Background: an optimization exercise with open tools, aiming at small area, a short achievable clock period and few clock cycles per item. Do not read the settings as production practice. Function was checked by simulation only, so behaviour that the tests miss may differ from the original. Power figures rest on the tool's default switching activity, not on a simulated workload.

==> flow/design.v <==
package ole_pkg;
  localparam logic [2:0] ACT_APPEND    = 3'd0;
  localparam logic [2:0] ACT_INSERT_AT = 3'd1;
  localparam logic [2:0] ACT_FIND      = 3'd2;
  localparam logic [2:0] ACT_READ_AT   = 3'd3;
  localparam logic [2:0] ACT_REMOVE_ID = 3'd4;
  localparam logic [2:0] ACT_REMOVE_AT = 3'd5;
  localparam logic [2:0] ACT_POP_FRONT = 3'd6;
  localparam logic [2:0] ACT_SCAN_SET  = 3'd7;
  localparam logic [1:0]  ST_OK        = 2'd0;
  localparam logic [1:0]  ST_FAIL      = 2'd1;
  localparam logic [1:0]  ST_NOT_FOUND = 2'd2;
  localparam logic [15:0] NO_ID  = 16'hFFFF;
  localparam logic [7:0]  NO_POS = 8'hFF;
endpackage
module ole_ctrl (
  input  logic [15:0] ent,
  input  logic [15:0] id,
  input  logic        occ,
  output logic        match
);
  assign match = (ent == id) && occ;
endmodule
module ole_nor2 (
  input  logic a,
  input  logic b,
  output logic y
);
  assign y = !(a || b);
endmodule
module ole_nand2 (
  input  logic a,
  input  logic b,
  output logic y
);
  assign y = !(a && b);
endmodule
module ole_inv (
  input  logic a,
  output logic y
);
  assign y = !a;
endmodule
module ole_and2 (
  input  logic a,
  input  logic b,
  output logic y
);
  assign y = a && b;
endmodule
module ole_ao21 (
  input  logic a,
  input  logic b,
  input  logic c,
  output logic y
);
  assign y = (a && b) || c;
endmodule
module ole_ao22 (
  input  logic a,
  input  logic b,
  input  logic c,
  input  logic d,
  output logic y
);
  assign y = (a && b) || (c && d);
endmodule
module ole_dp (
  input  logic s_prev,
  input  logic s_next,
  input  logic s_id,
  input  logic s_hold,
  input  logic d_prev,
  input  logic d_next,
  input  logic d_id,
  input  logic d_hold,
  output logic q
);
  assign q = (s_prev & d_prev) | (s_next & d_next) | (s_id & d_id) | (s_hold & d_hold);
endmodule
module ole_rd8 (
  input  logic [7:0] sel,
  input  logic [7:0] d,
  output logic       q
);
  assign q = |(sel & d);
endmodule
module ordered_list_engine #(
  parameter int DEPTH = 64
) (
  input  logic        clk,
  input  logic        rst_n,
  input  logic        start,
  output logic        busy,
  input  logic [2:0]  in_action,
  input  logic [15:0] in_mon_id,
  input  logic [7:0]  in_position,
  input  logic        in_last_of_set,
  output logic        out_valid,
  output logic [1:0]  out_status,
  output logic [15:0] out_id_out,
  output logic [7:0]  out_position_out,
  output logic [6:0]  out_count
);
  localparam int LG = $clog2(DEPTH);
  logic        v0;
  logic        f_app, f_ins, f_find, f_read, f_rmid, f_rmat, f_scan;
  logic        last0;
  logic [15:0] id0;
  logic [7:0]  pos0;
  assign busy = 1'b0;
  always_ff @(posedge clk) begin
    if (!rst_n) v0 <= 1'b0;
    else        v0 <= start;
  end
  logic [6:0] cnt_n;
  always_ff @(posedge clk) begin
    f_app  <= (in_action == ole_pkg::ACT_APPEND);
    f_ins  <= (in_action == ole_pkg::ACT_INSERT_AT);
    f_find <= (in_action == ole_pkg::ACT_FIND);
    f_read <= (in_action == ole_pkg::ACT_READ_AT);
    f_rmid <= (in_action == ole_pkg::ACT_REMOVE_ID);
    f_rmat <= (in_action == ole_pkg::ACT_REMOVE_AT) || (in_action == ole_pkg::ACT_POP_FRONT);
    f_scan <= (in_action == ole_pkg::ACT_SCAN_SET);
    last0  <= in_last_of_set;
    id0    <= in_mon_id;
    pos0   <= (in_action == ole_pkg::ACT_POP_FRONT) ? 8'd0 :
              (in_action == ole_pkg::ACT_APPEND)    ? {1'b0, cnt_n} : in_position;
  end
  logic [15:0]      ent [DEPTH];
  logic [6:0]       cnt;
  logic [DEPTH-1:0] lt_cnt, ge_pos, eq_pos, match, pm;
  logic [DEPTH-1:0] raw, match_n;
  logic             id_eq;
  logic [DEPTH-1:0] sel_id, sel_prev, sel_next;
  logic             pos_small, pos_le, pos_lt, full, found;
  logic             ins_ok, rm_ok;
  logic [5:0]       fpos;
  logic [15:0]      rd;
  assign pos_small = (pos0[7:6] == 2'b00);
  assign pos_le    = ({1'b0, pos0} <= {2'b00, cnt});
  assign pos_lt    = ({1'b0, pos0} <  {2'b00, cnt});
  assign full      = cnt[6];
  logic [7:0] gt_hi, eq_hi, ge_lo, eq_lo;
  for (genvar h = 0; h < 8; h++) begin : g_pd
    assign gt_hi[h] = pos_small && (3'(h) > pos0[5:3]);
    assign eq_hi[h] = pos_small && (3'(h) == pos0[5:3]);
    assign ge_lo[h] = (3'(h) >= pos0[2:0]);
    assign eq_lo[h] = (3'(h) == pos0[2:0]);
  end
  for (genvar i = 0; i < DEPTH; i++) begin : g_dec
    assign lt_cnt[i] = (7'(i) < cnt);
    ole_ao21 u_ge (.a(eq_hi[i/8]), .b(ge_lo[i%8]), .c(gt_hi[i/8]), .y(ge_pos[i]));
    ole_and2 u_eq (.a(eq_hi[i/8]), .b(eq_lo[i%8]), .y(eq_pos[i]));
    ole_ctrl u_cmp (
      .ent   (ent[i]),
      .id    (in_mon_id),
      .occ   (lt_cnt[i]),
      .match (raw[i])
    );
  end
  assign id_eq = (id0 == in_mon_id) && pos_le;
  always_ff @(posedge clk) match <= match_n;
  logic [DEPTH-1:0] kp [LG+1];
  assign kp[0] = match;
  for (genvar l = 0; l < LG; l++) begin : g_pl
    for (genvar i = 0; i < DEPTH; i++) begin : g_pi
      if (i >= (1 << l)) begin : g_c
        if (l % 2 == 0) begin : g_nor
          ole_nor2 u_g (.a(kp[l][i]), .b(kp[l][i - (1 << l)]), .y(kp[l+1][i]));
        end else begin : g_nand
          ole_nand2 u_g (.a(kp[l][i]), .b(kp[l][i - (1 << l)]), .y(kp[l+1][i]));
        end
      end else begin : g_p
        ole_inv u_g (.a(kp[l][i]), .y(kp[l+1][i]));
      end
    end
  end
  assign pm    = kp[LG];
  assign found = pm[DEPTH-1];
  logic [DEPTH-1:0] first;
  assign first = pm & ~{pm[DEPTH-2:0], 1'b0};
  always_comb begin
    fpos = '0;
    for (int i = 0; i < DEPTH; i++) fpos = fpos | (6'(i) & {6{first[i]}});
  end
  logic [15:0] rdg [DEPTH/8];
  for (genvar g = 0; g < DEPTH / 8; g++) begin : g_rd
    for (genvar b = 0; b < 16; b++) begin : g_rb
      ole_rd8 u_rd (
        .sel (eq_lo),
        .d   ({ent[8*g+7][b], ent[8*g+6][b], ent[8*g+5][b], ent[8*g+4][b],
               ent[8*g+3][b], ent[8*g+2][b], ent[8*g+1][b], ent[8*g][b]}),
        .q   (rdg[g][b])
      );
    end
  end
  always_comb begin
    rd = '0;
    for (int g = 0; g < DEPTH / 8; g++) rd = rd | (rdg[g] & {16{eq_hi[g]}});
  end
  logic ins_go, g_rmid, g_rmat;
  assign ins_go = v0 && (f_app || f_ins) && !full;
  assign ins_ok = ins_go && pos_le;
  assign rm_ok  = v0 && ((f_rmid && found) || (f_rmat && pos_lt));
  assign g_rmid = v0 && f_rmid;
  assign g_rmat = v0 && f_rmat;
  for (genvar i = 0; i < DEPTH; i++) begin : g_sel
    ole_and2 u_sid (.a(ins_go), .b(eq_pos[i]), .y(sel_id[i]));
    if (i == 0) begin : g_p0
      assign sel_prev[i] = 1'b0;
    end else begin : g_pn
      ole_and2 u_spr (.a(ins_go), .b(ge_pos[i-1]), .y(sel_prev[i]));
    end
    ole_ao22 u_snx (.a(g_rmid), .b(pm[i]), .c(g_rmat), .d(ge_pos[i]), .y(sel_next[i]));
  end
  for (genvar i = 0; i < DEPTH; i++) begin : g_cell
    logic [15:0] prev_w, next_w, nxt;
    logic        prev_m, next_m, hold;
    if (i == 0) begin : g_f
      assign prev_w = ent[i];
      assign prev_m = 1'b0;
    end else begin : g_pv
      assign prev_w = ent[i-1];
      assign prev_m = raw[i-1];
    end
    if (i == DEPTH - 1) begin : g_l
      assign next_w = ent[i];
      assign next_m = 1'b0;
    end else begin : g_nx
      assign next_w = ent[i+1];
      assign next_m = raw[i+1];
    end
    assign hold = !(sel_id[i] || sel_prev[i] || sel_next[i]);
    for (genvar b = 0; b < 16; b++) begin : g_bit
      ole_dp u_mux (
        .s_prev (sel_prev[i]),
        .s_next (sel_next[i]),
        .s_id   (sel_id[i]),
        .s_hold (hold),
        .d_prev (prev_w[b]),
        .d_next (next_w[b]),
        .d_id   (id0[b]),
        .d_hold (ent[i][b]),
        .q      (nxt[b])
      );
    end
    always_ff @(posedge clk) ent[i] <= nxt;
    ole_dp u_mmux (
      .s_prev (sel_prev[i]),
      .s_next (sel_next[i]),
      .s_id   (sel_id[i]),
      .s_hold (hold),
      .d_prev (prev_m),
      .d_next (next_m),
      .d_id   (id_eq),
      .d_hold (raw[i]),
      .q      (match_n[i])
    );
  end
  assign cnt_n = ins_ok ? (cnt + 7'd1) : (rm_ok ? (cnt - 7'd1) : cnt);
  always_ff @(posedge clk) begin
    if (!rst_n) cnt <= '0;
    else        cnt <= cnt_n;
  end
  logic        v1, scan1, last1, ok1, nf1, zid1;
  logic [15:0] d1;
  logic [7:0]  p1;
  always_ff @(posedge clk) begin
    if (!rst_n) v1 <= 1'b0;
    else        v1 <= v0;
  end
  always_ff @(posedge clk) begin
    scan1 <= f_scan;
    last1 <= last0;
    ok1   <= (f_app || f_ins) ? (pos_le && !full) :
             (f_read || f_rmat) ? pos_lt : found;
    nf1   <= f_find || f_rmid || f_scan;
    zid1  <= f_app || f_ins || f_find;
    d1    <= (f_read || f_rmat) ? rd : id0;
    p1    <= (f_find || f_rmid || f_scan) ? {2'b00, fpos} : pos0;
  end
  logic        bv, bv_n, upd;
  logic [15:0] bid, bid_n;
  logic [5:0]  bpos, bpos_n;
  logic        vo;
  logic [1:0]  st_n, st_o;
  logic [15:0] id_n, id_o;
  logic [7:0]  pos_n, pos_o;
  logic [6:0]  cnt_o;
  assign upd    = v1 && scan1 && ok1 && (!bv || (p1[5:0] < bpos));
  assign bv_n   = bv || upd;
  assign bid_n  = upd ? d1 : bid;
  assign bpos_n = upd ? p1[5:0] : bpos;
  always_comb begin
    if (scan1) begin
      st_n  = bv_n ? ole_pkg::ST_OK : ole_pkg::ST_NOT_FOUND;
      id_n  = bv_n ? bid_n : ole_pkg::NO_ID;
      pos_n = bv_n ? {2'b00, bpos_n} : ole_pkg::NO_POS;
    end else begin
      st_n  = ok1 ? ole_pkg::ST_OK : (nf1 ? ole_pkg::ST_NOT_FOUND : ole_pkg::ST_FAIL);
      id_n  = !ok1 ? ole_pkg::NO_ID : (zid1 ? 16'h0000 : d1);
      pos_n = ok1 ? p1 : ole_pkg::NO_POS;
    end
  end
  always_ff @(posedge clk) begin
    if (!rst_n) begin
      bv <= 1'b0;
      vo <= 1'b0;
    end else begin
      bv <= bv_n && !(v1 && scan1 && last1);
      vo <= v1 && (!scan1 || last1);
    end
  end
  always_ff @(posedge clk) begin
    bid   <= bid_n;
    bpos  <= bpos_n;
    st_o  <= st_n;
    id_o  <= id_n;
    pos_o <= pos_n;
    cnt_o <= cnt;
  end
  assign out_valid        = vo;
  assign out_status       = st_o;
  assign out_id_out       = id_o;
  assign out_position_out = pos_o;
  assign out_count        = cnt_o;
endmodule
==> flow/run.sh <==
#!/bin/bash
# synth_recipe.tcl (not shown) runs the flow's synth.tcl, then flattens the netlist and writes it again
# the make line also repeats each setting of config.mk as NAME=value (left out here)
make -C /OpenROAD-flow-scripts/flow DESIGN_CONFIG=/design/flow/config.mk WORK_HOME=/design/flow/orfs CLKGATE_MAP_FILE= SYNTH_SCRIPT=/design/flow/synth_recipe.tcl finish
==> flow/config.mk <==
export PLATFORM = sky130hd
export DESIGN_NAME = ordered_list_engine
export DESIGN_NICKNAME = ordered_list_engine
export VERILOG_FILES = /design/flow/design.v
export SDC_FILE = /design/flow/constraint.sdc
export NUM_CORES = 4
export LEC_CHECK = 0
export CAP_MARGIN = 20
export CELL_PAD_IN_SITES_DETAIL_PLACEMENT = 1
export CELL_PAD_IN_SITES_GLOBAL_PLACEMENT = 1
export CORE_MARGIN = 2
export CORE_UTILIZATION = 33
export PLACE_DENSITY = 0.45
export SETUP_SLACK_MARGIN = 3.4
export SLEW_MARGIN = 20
export SYNTH_HIERARCHICAL = 1
export SYNTH_MINIMUM_KEEP_SIZE = 0
==> flow/constraint.sdc <==
create_clock -name core_clock -period 6.5 [get_ports {clk}]
set_input_delay 1.3000 -clock core_clock [delete_from_list [all_inputs] [get_ports {clk}]]
set_output_delay 1.3000 -clock core_clock [all_outputs]
set_load 0.01 [all_outputs]
==> results.txt, run 1 <==
Synth Warn #: 12
Vias/cell: 6.77
P_leak: 32.8 nW
H-tree levels: 4
Status: no timing/DRC/antenna violations
Crit start category: flop
DRT Pass-1 Iters: 7
Seq cells post-synth: 1,215
Routability cong.: 0.995
Crit-path max FO: 42
Final period util: 0.497
Net switching power: 0.00652 W
Cells after Synth: 7,952
Synth area leader: dfxtp_1
Max-cap viol count: 0
Fin. Hold Viols: 0
Sequential share of the synthesized area: 0.352
RSZ-0062 raised after global routing: true
Yosys top cell area share: 0.352
Routed Antenna Nets: 0
Via count: 77,900
Most common cell after layout, fill and taps aside: a22oi_1
Starting Density: 0.333
IO buf count: 64
Met1 usage: 0.507
CP required: 7160 ps
CTS buffer count: 157
Int Pwr: 0.0139 W
M2 GR Usage: 0.641
Post-Route WL: 451 mm
Initial DRC Count: 9,186
Most common cell on crit path: buf_4
TritonCTS Sinks: 1,215
Gr busiest metal: met2
Comb pwr share: 0.141
FP Rows: 167
Clock buffer depth: 3
Switching Fraction: 0.318
Synth Area per Inst: 8.68 um^2
DR WL/cell: 39.2 um
Slack of the critical path: 3270 ps
Area contributors post-synth: dfxtp_1 (35%), a22oi_1 (30%), xnor2_1 (9.8%)
Crit path cell chain: buf_6 > buf_4 > nor3_4 > buf_4 > buf_12 > a22oi_1 > nand4_1 > a22o_1 > a221oi_2 > a31oi_1
CTS root buffer: clkbuf_16
Total congestion overflow: 0
Vias in the first global route: 77,300
Most frequent cells in the layout: a22oi_1 (2,714), nand2_1 (1,358), dfxtp_1 (1,188)
Post-synth EDFFs: 0
Worst skew pair latency: 840 ps
Cell Pwr Density: 244 nW/um^2
Type of destination of the critical path: flop
Setup TNS: 0 ps
Area growth, synth to finish: 21.3%
DP HPWL: 319 mm
Total track usage: 0.409
Flop pwr share: 0.417
Clock network fraction of total power: 0.443
Core Area: 207,000 um^2
Setup Skew: 25.5 ps
Final Cell Area: 83,800 um^2
Max VDD drop: 0.331 mV
Initial antenna violation count: 37
DRC Markers: 0
Die H: 461 um
Endpoints failing setup: 0
Global-route wire length before repair: 627 mm
Top FF cell, synth: dfxtp_1
Slew Viols, Final: 0
CP max stage delay: 610 ps
Netlist cell types: 66
Post-DP Area: 76,300 um^2
WS Path Type: flop to flop
IO Pins: 66
# nets final: 8,618
Worst Hold Class: flop to flop
Final min period: 3230 ps
Worst-Margin Slew: 1280 ps
Slowest cell on the critical path: nand4_1
GRT met3 Usage: 0.0942
Layout cells sized above 1: 0.114
Arrival time of the worst setup path: 3890 ps
Die W: 461 um
Dpl ws: 2040 ps
Ys async rst share: 0
Max Fclk: 0.310 GHz
CTS tree: yes
Clock-pin slew on the worst setup and hold paths: 60 ps
Die area: 213,000 um^2
Relative slew slack: 0.146
Largest net degree at the start of global routing: 85
Post-Syn Area: 69,000 um^2
Fillers: 23,900
==> area by class of cell <==
cell class	instances	area, um^2	area share
Sequential cell	1215	24400	0.291
Timing Repair Buffer	470	4630	0.0553
Clock buffer	254	4720	0.0563
Antenna cell	16	40.0	0.000478
Inverter	106	417	0.00497
Multi-Input combinational cell	6622	45600	0.545
Clock inverter	32	459	0.00548
Tap cell	2788	3490	0.0416
==> routing by layer <==
metal	wire length (um)	vias to the layer above
met5	245	-
met2	201000	4247
met1	179000	39800
met4	32900	32
li1	-	32500
met3	38500	1262
==> sequential cells by signal, summed over array words and instances, names as in the netlist, 2 cells and up <==
name,cells
pos0,8
id_o,16
d1,16
st_o,2
ent,1024
id0,16
match,64
cnt,7
pos_o,8
p1,8
bpos,6
bid,16
cnt_o,7
==> power groups by stage <==
stage	clock network [W]	registers (W)	logic, W
final	0.00906	0.00852	0.00288
after global routing	0.00945	0.00853	0.00297
after CTS	0.00916	0.00850	0.00273
after detailed placement	0	0.00867	0.00260
after global placement	0	0.00866	0.00256
after floorplan	0	0.00831	0.00129
==> per-module statistics from Yosys, one instance, submodules excluded, a selection <==
module / area (um^2) / cells inside / copies in the design
ole_dp: 18.8 / 3 / 1088
ordered_list_engine: 28700 / 1937 / 1
ole_nor2: 3.75 / 1 / 171
ole_inv: 3.75 / 1 / 63
ole_nand2: 3.75 / 1 / 150
ole_ctrl: 181 / 22 / 64
ole_ao21: 7.51 / 1 / 64
==> per-stage QoR <==
| step | hold WS, ps | std cells | total power [W] | util |
|---|---|---|---|---|
| 2_1_floorplan | 310 | 7986 | 0.00960 | - |
| 3_3_place_gp | 318 | 11100 | 0.0112 | 0.368 |
| 3_5_place_dp | 320 | 11100 | 0.0113 | 0.368 |
| 4_1_cts | 334 | 11500 | 0.0204 | 0.400 |
| 5_1_grt | 333 | 11500 | 0.0210 | 0.404 |
| 6_report | 333 | 11500 | 0.0205 | 0.404 |
==> synth_stat cells, types with 13 or more instances <==
master,instances
nand2b_1,28
o21ai_0,68
mux2_2,14
inv_1,103
ha_1,15
nand2_1,1371
nor2b_1,15
clkbuf_1,32
a221oi_1,24
nor4_2,64
nor4_1,75
nor2_1,232
xor2_1,273
a21oi_1,27
nand4_1,326
nor3_1,81
dfxtp_1,1215
a21o_1,69
and2_1,207
a22oi_1,2722
xnor2_1,773
a31oi_1,13
a22o_1,90
==> logic make-up (layout without fill, tap and decap cells) <==
logic type	Yosys count	count (layout)	share of synthesized area
buffers and inverters	152	862	0.00861
adders and majority gates	15	15	0.00272
and+or+nand+nor	2441	2444	0.168
muxes	27	27	0.00422
other	2	52	0.000109
xor gates and xnor gates	1046	1046	0.133
DFF	1215	1215	0.352
AOI/OAI and AO/OA	3054	3054	0.332
==> path summary, 6_finish.rpt <==
check,startpoint,end,slack (ps),cells past startpoint
setup reg to reg,pos0[2],d1[6],3270,10
hold reg to reg,last0,last1,330,0
setup / recovery,pos0[2],d1[6],3270,10
hold / removal,last0,last1,330,0
==> repair_timing <==
item | 4_1_cts | 5_1_grt
hold buffers | 0 | 0
buffers inserted | 91 | 21
setup endpoints to repair | 1074 | 382
resized for setup | 97 | 85
pin swaps | 49 | 30
endpoints found under the hold margin | 0 | 0
cloned | 5 | 4
==> worst max-delay path, delay by kind of cell (launching register included) <==
family | cells | cell delay (ps)
compound gates | 4 | 1290
buf+inv | 4 | 700
flops | 1 | 370
simple gates | 2 | 660
Testbench counts, summed over its fixed seeds: cycles 19,216, items 19,200.
==> run 2, diff against run 1 <==
--- a/flow/config.mk
+++ b/flow/config.mk
@@ -11,7 +11,7 @@
 export CORE_MARGIN = 2
 export CORE_UTILIZATION = 33
 export PLACE_DENSITY = 0.45
-export SETUP_SLACK_MARGIN = 3.4
+export SETUP_SLACK_MARGIN = 3.6
 export SLEW_MARGIN = 20
 export SYNTH_HIERARCHICAL = 1
 export SYNTH_MINIMUM_KEEP_SIZE = 0
==> results.txt, run 2 <==
Setup TNS: 0 ps (unchanged)
Core Area: 207,000 um^2 (unchanged)
Starting Density: 0.333 (unchanged)
Post-Syn Area: 69,000 um^2 (unchanged)
FP Rows: 167 (unchanged)
Total track usage: 0.421 (was 0.409)
Seq cells post-synth: 1,215 (unchanged)
Vias/cell: 6.81 (was 6.77)
Worst Hold Class: flop to flop (unchanged)
P_leak: 34.0 nW (was 32.8 nW)
Fin. Hold Viols: 0 (unchanged)
Post-Route WL: 463 mm (was 451 mm)
Max-cap viol count: 0 (unchanged)
Area contributors post-synth: dfxtp_1 (35%), a22oi_1 (30%), xnor2_1 (9.8%) (unchanged)
Routed Antenna Nets: 0 (unchanged)
IO Pins: 66 (unchanged)
Worst skew pair latency: 840 ps (about the same)
Crit-path max FO: 7 (was 42)
CTS buffer count: 157 (unchanged)
Die H: 461 um (unchanged)
Global-route wire length before repair: 641 mm (was 627 mm)
Status: no timing/DRC/antenna violations (unchanged)
Top FF cell, synth: dfxtp_1 (unchanged)
Slew Viols, Final: 0 (unchanged)
Arrival time of the worst setup path: 3780 ps (was 3890 ps)
CTS root buffer: clkbuf_16 (unchanged)
Top flop regs: ent x1024, match x64 (unchanged)
Max Fclk: 0.318 GHz (was 0.310 GHz)
DRC Markers: 0 (unchanged)
Relative slew slack: 0.128 (was 0.146)
RSZ-0062 raised after global routing: true (unchanged)
Clock buffer depth: 3 (unchanged)
Count leader, synth: a22oi_1 (unchanged)
DR WL/cell: 39.9 um (was 39.2 um)
Endpoints failing setup: 0 (unchanged)
Worst-Margin Slew: 1310 ps (was 1280 ps)
CP required: 7130 ps (was 7160 ps)
H-tree levels: 4 (unchanged)
Cells after Synth: 7,952 (unchanged)
Synth cell count leaders: a22oi_1 (2,722), nand2_1 (1,371), dfxtp_1 (1,215) (unchanged)
Final period util: 0.483 (was 0.497)
Setup Skew: 30.0 ps (was 25.5 ps)
Clock-pin slew on the worst setup and hold paths: 60 ps (about the same)
Die W: 461 um (unchanged)
Layout cells sized above 1: 0.136 (was 0.114)
Post-synth EDFFs: 0 (unchanged)
Crit start category: flop (unchanged)
Sequential share of the synthesized area: 0.352 (unchanged)
TritonCTS Sinks: 1,215 (unchanged)
Total congestion overflow: 0 (unchanged)
DP HPWL: 319 mm (unchanged)
Synth area leader: dfxtp_1 (unchanged)
Type of destination of the critical path: flop (unchanged)
Cell Pwr Density: 240 nW/um^2 (was 244 nW/um^2)
Largest net degree at the start of global routing: 85 (unchanged)
Via count: 79,000 (was 77,900)
Vias in the first global route: 78,200 (was 77,300)
Synth Area per Inst: 8.68 um^2 (unchanged)
Biggest register: ent (unchanged)
Area growth, synth to finish: 24.9% (was 21.3%)
Most common cell after layout, fill and taps aside: a22oi_1 (unchanged)
Most frequent cells in the layout: a22oi_1 (2,686), nand2_1 (1,341), dfxtp_1 (1,186) (was a22oi_1 (2,714), nand2_1 (1,358), dfxtp_1 (1,188))
DRT Pass-1 Iters: 9 (was 7)
Initial DRC Count: 9,658 (was 9,186)
Worst hold slack: 332 ps (was 333 ps)
CTS tree: yes (unchanged)
IO buf count: 64 (unchanged)
Max FFs per register: 1,024 (unchanged)
Ys async rst share: 0 (unchanged)
Yosys top cell area share: 0.352 (unchanged)
Max VDD drop: 0.320 mV (was 0.331 mV)
# nets final: 8,711 (was 8,618)
Initial antenna violation count: 35 (was 37)
Synth Warn #: 12 (unchanged)
Die area: 213,000 um^2 (unchanged)
Routability cong.: 0.995 (unchanged)
Final min period: 3140 ps (was 3230 ps)
Netlist cell types: 66 (unchanged)
WS Path Type: flop to flop (unchanged)
-- run 2: cell counts after synthesis --
Identical to the previous run, type by type.
-- run 2: logic make-up after synthesis --
| family | Yosys count | share of synthesized area |
|---|---|---|
| other | 2 | 0.000109 |
| adders and majority gates | 15 | 0.00272 |
| muxes | 27 | 0.00422 |
| xor gates and xnor gates | 1046 | 0.133 |
| AOI/OAI and AO/OA | 3054 | 0.332 |
| and+or+nand+nor | 2441 | 0.168 |
| buffers and inverters | 152 | 0.00861 |
| DFF | 1215 | 0.352 |
-- run 2: final timing paths --
kind,endpoint,slack (ps),cells after the start,start
max,d1[1],3360,10,pos0[2]
min,last1,330,0,last0
max reg2reg,d1[1],3360,10,pos0[2]
min reg2reg,last1,330,0,last0
-- run 2: critical path: stages, from the launching register on --
cell        delay [ps]
dfxtp_4            380
clkinvlp_4         130
buf_6              140
and3_4             210
buf_6              140
buf_6              120
buf_16             130
a22oi_1            180
nand4_1            660
a221oi_4           680
a31oi_2            170
-- run 2: report_power, final --
group          switching (W)  total, W  internal, W
sequential          0.000754   0.00853      0.00777
combinational        0.00205   0.00309      0.00104
clock                0.00383   0.00907      0.00524
total                0.00663    0.0207       0.0140
-- run 2: repair_timing --
| item | 4_1_cts | 5_1_grt |
|---|---|---|
| buffers inserted | 144 | 43 |
| gates resized for setup | 302 | 159 |
| hold buffers | 0 | 0 |
| cloned | 26 | 1 |
| pin swaps | 96 | 81 |
| endpoints found under the setup margin | 1152 | 703 |
-- run 2: modules after synthesis (local to each module, per instance) --
module	cell area, um^2	flip-flops and latches	cells	copies in the design
ole_ao22	8.76	0	1	64
ole_and2	6.26	0	1	191
ole_rd8	36.3	0	5	128
ole_nand2	3.75	0	1	150
ole_dp	18.8	0	3	1088
ole_ao21	7.51	0	1	64
ole_nor2	3.75	0	1	171
ole_ctrl	181	0	22	64
ordered_list_engine	28700	1215	1937	1
ole_inv	3.75	0	1	63
-- run 2: routing by layer --
layer | global-route usage | vias up | routed length [um]
met5 | 0.00505 | - | 322
met4 | 0.282 | 26 | 37300
met3 | 0.103 | 1414 | 41700
met2 | 0.651 | 4604 | 202000
met1 | 0.516 | 40200 | 181000
li1 | - | 32700 | -
-- run 2: layout make-up --
class                   count  area (um^2)
fillers                 23800       121000
repair buffers            563         6300
multi-input cells        6622        46400
flip-flops and latches   1215        24400
inverters                 106          428
clock inverters            32          459
clock buffers             254         4720
diodes                     17         42.5
well taps                2788         3490
-- run 2: stage by stage --
stage	cell area [um^2]	utilization	worst slack [ps]	std cells	total power, W
after global placement	76300	0.368	2140	11100	0.0112
final	86200	0.416	3360	11600	0.0207
after detailed placement	76300	0.368	2040	11100	0.0113
after CTS	85000	0.410	3460	11500	0.0206
after floorplan	69800	-	2400	7986	0.00960
after global routing	86200	0.416	3430	11600	0.0212
==> run 3, diff against run 2 <==
--- a/flow/config.mk
+++ b/flow/config.mk
@@ -10,6 +10,8 @@
 export CELL_PAD_IN_SITES_GLOBAL_PLACEMENT = 1
 export CORE_MARGIN = 2
 export CORE_UTILIZATION = 33
+export CTS_CLUSTER_DIAMETER = 90
+export CTS_CLUSTER_SIZE = 20
 export PLACE_DENSITY = 0.45
 export SETUP_SLACK_MARGIN = 3.6
 export SLEW_MARGIN = 20
==> results.txt, run 3 <==
Count leader, synth: a22oi_1 (unchanged)
Worst Hold Class: flop to flop (unchanged)
Final min period: 3330 ps (was 3140 ps)
Post-Syn Area: 69,000 um^2 (unchanged)
Final period util: 0.513 (was 0.483)
Hold buffer count at CTS: 0 (unchanged)
DRC Markers: 0 (unchanged)
Arrival time of the worst setup path: 3940 ps (was 3780 ps)
Worst skew pair latency: 820 ps (was 840 ps)
Post-synth EDFFs: 0 (unchanged)
DR WL/cell: 40.1 um (was 39.9 um)
Synth Area per Inst: 8.68 um^2 (unchanged)
Initial DRC Count: 9,649 (was 9,658)
Routed Antenna Nets: 0 (unchanged)
Worst-Margin Slew: 1090 ps (was 1310 ps)
Crit path buf inv count: 2 (was 5)
P_leak: 33.2 nW (was 34.0 nW)
Area growth, synth to finish: 22.2% (was 24.9%)
Starting Density: 0.333 (unchanged)
Clock-pin slew on the worst setup and hold paths: 90 ps (was 60 ps)
Max-cap viol count: 0 (unchanged)
Relative slew slack: 0.268 (was 0.128)
Total congestion overflow: 0 (unchanged)
Yosys top cell area share: 0.352 (unchanged)
IO buf count: 64 (unchanged)
Area contributors post-synth: dfxtp_1 (35%), a22oi_1 (30%), xnor2_1 (9.8%) (unchanged)
# nets final: 8,652 (was 8,711)
Top flop regs: ent x1024, match x64 (unchanged)
Crit start category: flop (unchanged)
Sequential share of the synthesized area: 0.352 (unchanged)
Max Fclk: 0.300 GHz (was 0.318 GHz)
Fin. Hold Viols: 0 (unchanged)
Synth cell count leaders: a22oi_1 (2,722), nand2_1 (1,371), dfxtp_1 (1,215) (unchanged)
Biggest register: ent (unchanged)
Setup Skew: 43.3 ps (was 30.0 ps)
Most common cell after layout, fill and taps aside: a22oi_1 (unchanged)
DP HPWL: 319 mm (unchanged)
Setup TNS: 0 ps (unchanged)
Routability cong.: 0.995 (unchanged)
CTS buffer count: 103 (was 157)
Synth area leader: dfxtp_1 (unchanged)
Util after Layout: 0.407 (was 0.416)
Post-Route WL: 461 mm (was 463 mm)
Total track usage: 0.415 (was 0.421)
Global-route wire length before repair: 634 mm (was 641 mm)
Largest net degree at the start of global routing: 85 (unchanged)
Top FF cell, synth: dfxtp_1 (unchanged)
Max FFs per register: 1,024 (unchanged)
Crit-path max FO: 84 (was 7)
Cells after Synth: 7,952 (unchanged)
Status: no timing/DRC/antenna violations (unchanged)
Vias/cell: 6.83 (was 6.81)
Delay-heaviest family, CP: compound AO/OA/AOI/OAI gates (unchanged)
Endpoints failing setup: 0 (unchanged)
Core Area: 207,000 um^2 (unchanged)
DRT Pass-1 Iters: 9 (unchanged)
Power, Total: 0.0187 W (was 0.0207 W)
CTS root buffer: clkbuf_16 (unchanged)
TritonCTS Sinks: 1,215 (unchanged)
Vias in the first global route: 77,200 (was 78,200)
Initial antenna violation count: 38 (was 35)
Netlist cell types: 66 (unchanged)
WS Path Type: flop to flop (unchanged)
Ys async rst share: 0 (unchanged)
FP Rows: 167 (unchanged)
Via count: 78,600 (was 79,000)
H-tree levels: 3 (was 4)
RSZ-0062 raised after global routing: true (unchanged)
IO Pins: 66 (unchanged)
CTS tree: yes (unchanged)
Die W: 461 um (unchanged)
Die area: 213,000 um^2 (unchanged)
Clock buffer depth: 3 (unchanged)
Max VDD drop: 0.203 mV (was 0.320 mV)
CP max stage delay: 700 ps (was 680 ps)
Seq cells post-synth: 1,215 (unchanged)
CP required: 7100 ps (was 7130 ps)
Slowest cell on the critical path: nand4_1 (was a221oi_4)
Slew Viols, Final: 0 (unchanged)
Cell Pwr Density: 221 nW/um^2 (was 240 nW/um^2)
Die H: 461 um (unchanged)
Crit path cell chain: buf_6 > nand2_8 > nor2_4 > buf_12 > a22oi_1 > nand4_1 > a22o_1 > a221oi_2 > a41oi_1 (was clkinvlp_4 > buf_6 > and3_4 > buf_6 > buf_6 > buf_16 > a22oi_1 > nand4_1 > a221oi_4 > a31oi_2)
Synth Warn #: 12 (unchanged)
Most frequent cells in the layout: a22oi_1 (2,692), nand2_1 (1,344), dfxtp_1 (1,183) (was a22oi_1 (2,686), nand2_1 (1,341), dfxtp_1 (1,186))
Type of destination of the critical path: flop (unchanged)
Layout cells sized above 1: 0.131 (was 0.136)
run 3: cell types whose count changed in the layout (fill, tap and decap cells not counted), sizes merged:
cell	previous run	this run
clkinv	22	29
bufbuf	20	5
clkbuf	255	121
clkinvlp	7	11
buf	494	499
inv	102	138
bufinv	7	4
diode	17	24
run 3: layout make-up:
type                            instances  area, um^2
Antenna cell                           24        60.1
Clock buffer                          115        2710
Clock inverter                         76         878
Fill cell                           23900      123000
Inverter                              106         430
Multi-Input combinational cell       6622       46400
Sequential cell                      1215       24400
Tap cell                             2788        3490
Timing Repair Buffer                  558        6030
run 3: worst paths after layout:
check               start     end  slack, ps  cells after the start
hold / removal      last0   last1        340                      0
hold reg to reg     last0   last1        340                      0
setup reg to reg  pos0[2]  d1[13]       3170                      9
setup / recovery  pos0[2]  d1[13]       3170                      9
run 3: cell families (layout without fill, tap and decap cells):
kind of cell | Yosys count | after routing | synth area share
mux | 27 | 27 | 0.00422
other cells | 2 | 60 | 0.000109
xor+xnor | 1046 | 1046 | 0.133
flops | 1215 | 1215 | 0.352
simple gates | 2441 | 2444 | 0.168
buf+inv | 152 | 855 | 0.00861
fa+ha+maj | 15 | 15 | 0.00272
compound gates | 3054 | 3054 | 0.332
run 3: report_power, final:
| group | internal, W | leakage (nW) | switching, W |
|---|---|---|---|
| sequential | 0.00776 | 9.85 | 0.000755 |
| combinational | 0.00100 | 21.6 | 0.00204 |
| clock | 0.00334 | 1.75 | 0.00379 |
| total | 0.0121 | 33.2 | 0.00658 |
run 3: through the flow:
step | area [um^2] | hold WS [ps] | worst slack (ps) | std cells
after floorplan | 69800 | 310 | 2400 | 7986
after global placement | 76300 | 318 | 2140 | 11100
after CTS | 82800 | 341 | 3540 | 11400
after detailed placement | 76300 | 320 | 2040 | 11100
final | 84400 | 339 | 3170 | 11500
after global routing | 84300 | 343 | 3450 | 11500
run 3: repair_timing:
| item | CTS | global route |
|---|---|---|
| endpoints found under the setup margin | 1159 | 720 |
| gates resized for setup | 283 | 183 |
| setup buffers | 129 | 55 |
| pin swaps | 78 | 66 |
| cloned | 17 | 8 |
run 3: metal layers:
metal	up-vias	part of all wire	track usage	routed length (um)
met3	1335	0.090	0.102	41500
li1	32600	-	-	-
met1	40200	0.39	0.509	180000
met2	4422	0.44	0.648	203000
met5	-	0.00032	0	146
met4	24	0.078	0.265	36000
run 3: Yosys stat by module (local to each module, per instance):
| module | copies in the design | flops+latches |
|---|---|---|
| ole_ctrl | 64 | 0 |
| ole_dp | 1088 | 0 |
| ordered_list_engine | 1 | 1215 |
| ole_rd8 | 128 | 0 |
| ole_and2 | 191 | 0 |
| ole_nor2 | 171 | 0 |
| ole_inv | 63 | 0 |
| ole_nand2 | 150 | 0 |
| ole_ao21 | 64 | 0 |
| ole_ao22 | 64 | 0 |
==> run 4, diff against run 3 <==
--- a/flow/config.mk
+++ b/flow/config.mk
@@ -13,7 +13,7 @@
 export CTS_CLUSTER_DIAMETER = 90
 export CTS_CLUSTER_SIZE = 20
 export PLACE_DENSITY = 0.45
-export SETUP_SLACK_MARGIN = 3.6
+export SETUP_SLACK_MARGIN = 3.4
 export SLEW_MARGIN = 20
 export SYNTH_HIERARCHICAL = 1
 export SYNTH_MINIMUM_KEEP_SIZE = 0
==> results.txt, run 4 <==
Synth area leader: dfxtp_1 (unchanged)
Arrival time of the worst setup path: 3910 ps (was 3940 ps)
Die H: 461 um (unchanged)
DR WL/cell: 39.1 um (was 40.1 um)
Top flop regs: ent x1024, match x64 (unchanged)
Post-Route WL: 446 mm (was 461 mm)
Biggest register: ent (unchanged)
Max VDD drop: 0.199 mV (was 0.203 mV)
R2r setup slk: 3320 ps (was 3170 ps)
WS Path Type: flop to flop (unchanged)
Setup TNS: 0 ps (unchanged)
Final min period: 3180 ps (was 3330 ps)
Crit path buf inv count: 1 (was 2)
IO buf count: 64 (unchanged)
FP Rows: 167 (unchanged)
Cell Pwr Density: 225 nW/um^2 (was 221 nW/um^2)
Max-cap viol count: 0 (unchanged)
DRT Pass-1 Iters: 9 (unchanged)
Worst skew pair latency: 820 ps (about the same)
Endpoints failing setup: 0 (unchanged)
Fillers: 24,000 (was 23,900)
Final period util: 0.490 (was 0.513)
Ys async rst share: 0 (unchanged)
Crit start category: flop (unchanged)
DRC Markers: 0 (unchanged)
Via count: 77,100 (was 78,600)
RSZ-0062 raised after global routing: true (unchanged)
Largest net degree at the start of global routing: 86 (was 85)
P_leak: 32.0 nW (was 33.2 nW)
Top sig layer: met5 (unchanged)
Count leader, synth: a22oi_1 (unchanged)
Clock buffer depth: 3 (unchanged)
Routability cong.: 0.995 (unchanged)
DP HPWL: 319 mm (unchanged)
Yosys top cell area share: 0.352 (unchanged)
Clock-pin slew on the worst setup and hold paths: 80 ps (was 90 ps)
Crit-path max FO: 24 (was 84)
Vias in the first global route: 76,600 (was 77,200)
CP max stage delay: 1010 ps (was 700 ps)
H-tree levels: 3 (unchanged)
Sequential share of the synthesized area: 0.352 (unchanged)
Max FFs per register: 1,024 (unchanged)
Die W: 461 um (unchanged)
Worst-Margin Slew: 1310 ps (was 1090 ps)
Die area: 213,000 um^2 (unchanged)
CTS buffer count: 103 (unchanged)
Core Area: 207,000 um^2 (unchanged)
Status: no timing/DRC/antenna violations (unchanged)
Vias/cell: 6.76 (was 6.83)
Layout cells sized above 1: 0.111 (was 0.131)
Type of destination of the critical path: flop (unchanged)
Area contributors post-synth: dfxtp_1 (35%), a22oi_1 (30%), xnor2_1 (9.8%) (unchanged)
IO Pins: 66 (unchanged)
Total track usage: 0.405 (was 0.415)
Routed length on met1: 178 mm (was 180 mm)
Most common cell on crit path: nand2_1
Delay-heaviest family, CP: simple AND/OR/NAND/NOR gates (was compound AO/OA/AOI/OAI gates)
Initial DRC Count: 9,063 (was 9,649)
Synth cell count leaders: a22oi_1 (2,722), nand2_1 (1,371), dfxtp_1 (1,215) (unchanged)
Relative slew slack: 0.127 (was 0.268)
CP required: 7230 ps (was 7100 ps)
TritonCTS Sinks: 1,215 (unchanged)
Crit path cell chain: buf_4 > nor2_1 > o21ai_0 > nand2_1 > nor4_2 > a22oi_1 > nand2_1 (was buf_6 > nand2_8 > nor2_4 > buf_12 > a22oi_1 > nand4_1 > a22o_1 > a221oi_2 > a41oi_1)
Total congestion overflow: 0 (unchanged)
Netlist cell types: 66 (unchanged)
# nets final: 8,562 (was 8,652)
Seq cells post-synth: 1,215 (unchanged)
Dpl ws: 2040 ps (unchanged)
Setup Skew: 43.3 ps (about the same)
Slowest cell on the critical path: o21ai_0 (was nand4_1)
CTS root buffer: clkbuf_16 (unchanged)
Routed Antenna Nets: 0 (unchanged)
CTS tree: yes (unchanged)
Max Fclk: 0.314 GHz (was 0.300 GHz)
Most frequent cells in the layout: a22oi_1 (2,706), nand2_1 (1,359), dfxtp_1 (1,188) (was a22oi_1 (2,692), nand2_1 (1,344), dfxtp_1 (1,183))
Slew Viols, Final: 0 (unchanged)
Slack of the critical path: 3320 ps (was 3170 ps)
Starting Density: 0.333 (unchanged)
Post-Syn Area: 69,000 um^2 (unchanged)
Initial antenna violation count: 31 (was 38)
Synth Warn #: 12 (unchanged)
Worst Hold Class: flop to flop (unchanged)
Area growth, synth to finish: 19.1% (was 22.2%)
Synth Area per Inst: 8.68 um^2 (unchanged)
Top FF cell, synth: dfxtp_1 (unchanged)
Most common cell after layout, fill and taps aside: a22oi_1 (unchanged)
Fin. Hold Viols: 0 (unchanged)
WL met2: 199 mm (was 203 mm)
Wire length on met3: 37.3 mm (was 41.5 mm)
Hold buffer count at CTS: 0 (unchanged)
Global-route wire length before repair: 621 mm (was 634 mm)
Cells after Synth: 7,952 (unchanged)
Post-synth EDFFs: 0 (unchanged)
==> run 4: cell counts after synthesis <==
Identical to the previous run, type by type.
==> run 4: stage by stage <==
step                      power, W  hold WS [ps]  utilization  cell area [um^2]  std cells
after detailed placement    0.0113           320        0.368             76300      11100
after global placement      0.0112           318        0.368             76300      11100
final                       0.0185           339        0.396             82200      11400
after CTS                   0.0184           341        0.391             81200      11400
after floorplan            0.00960           310            -             69800       7986
after global routing        0.0189           343        0.396             82200      11400
==> run 4: what timing repair did <==
| action | CTS | global route |
|---|---|---|
| pin swaps | 52 | 51 |
| buffers inserted | 83 | 33 |
| gates resized for setup | 98 | 107 |
| cloned | 1 | 2 |
| endpoints found under the setup margin | 1074 | 522 |
==> run 4: path summary, 6_finish.rpt <==
path / start / cells after the start / to
hold / removal: last0 / 0 / last1
setup / recovery: cnt[3] / 7 / match[20]
setup reg to reg: cnt[3] / 7 / match[20]
hold reg to reg: last0 / 0 / last1
==> run 4: where the power goes <==
group	total [W]	switching [W]	internal, W
combinational	0.00283	0.00192	0.000917
sequential	0.00851	0.000754	0.00776
clock	0.00713	0.00378	0.00334
total	0.0185	0.00645	0.0120
==> run 4: layer usage <==
layer | global-route usage | vias up
met3 | 0.0900 | 1233
met1 | 0.502 | 39300
met2 | 0.637 | 4134
met4 | 0.245 | 26
li1 | - | 32400
met5 | 0 | -
==> run 4: cell families after synthesis <==
kind of cell,Yosys count,share of synthesized area
AOI/OAI and AO/OA,3054,0.332
and+or+nand+nor,2441,0.168
DFF,1215,0.352
xor gates and xnor gates,1046,0.133
buffers and inverters,152,0.00861
muxes,27,0.00422
adders and majority gates,15,0.00272
other,2,0.000109
==> run 4: modules after synthesis, one instance, submodules excluded <==
module	flip-flops and latches	times used	cell area, um^2
ole_ao21	0	64	7.51
ole_nor2	0	171	3.75
ole_inv	0	63	3.75
ordered_list_engine	1215	1	28700
ole_ao22	0	64	8.76
ole_and2	0	191	6.26
ole_nand2	0	150	3.75
ole_ctrl	0	64	181
ole_dp	0	1088	18.8
ole_rd8	0	128	36.3
==> run 4: final cells by class <==
class                           instances  area, um^2  area share
Antenna cell                           19        47.5    0.000578
Clock buffer                          115        2710      0.0329
Clock inverter                         76         878      0.0107
Inverter                              106         424     0.00516
Multi-Input combinational cell       6620       45700       0.556
Sequential cell                      1215       24400       0.297
Tap cell                             2788        3490      0.0424
Timing Repair Buffer                  470        4580      0.0557

## port drivers added, routing unchanged
No port has a modelled driver above. Below, the same layouts with a new extraction and two added sets of constraints.
Step 1 assumes that a clkbuf_16 drives the clock port and a buf_2 every other input.
Step 2 moves the port delays by t, midway between the first and last clock arrival at a register: inputs arrive t later, outputs are due t later. That takes back most of the time a late clock gives input paths.
a / b / c = no drivers / after step 1 / after step 2; a / b = the first two.
| run | shift t [ns] | setup slack, ns | hold slack, ns | worst setup path after step 2 | worst data-port slew with drivers (ns) |
|---|---|---|---|---|---|
| run 1 | 0.917 | 3.272 / 3.272 / 2.441 | 0.333 / 0.333 / 0.333 | input to register | 0.07 |
| run 2 | 0.921 | 3.359 / 3.359 / 2.646 | 0.332 / 0.332 / 0.332 | input to register | 0.07 |
| run 3 | 0.885 | 3.167 / 3.167 / 2.691 | 0.339 / 0.339 / 0.339 | input to register | 0.08 |
| run 4 | 0.889 | 3.316 / 3.316 / 2.498 | 0.339 / 0.339 / 0.339 | input to register | 0.08 |
After both steps setup and hold are still met in every run listed. For run 1, which loses most, drivers alone change the setup slack by 0.000 ns; drivers and shift together by -0.831 ns.
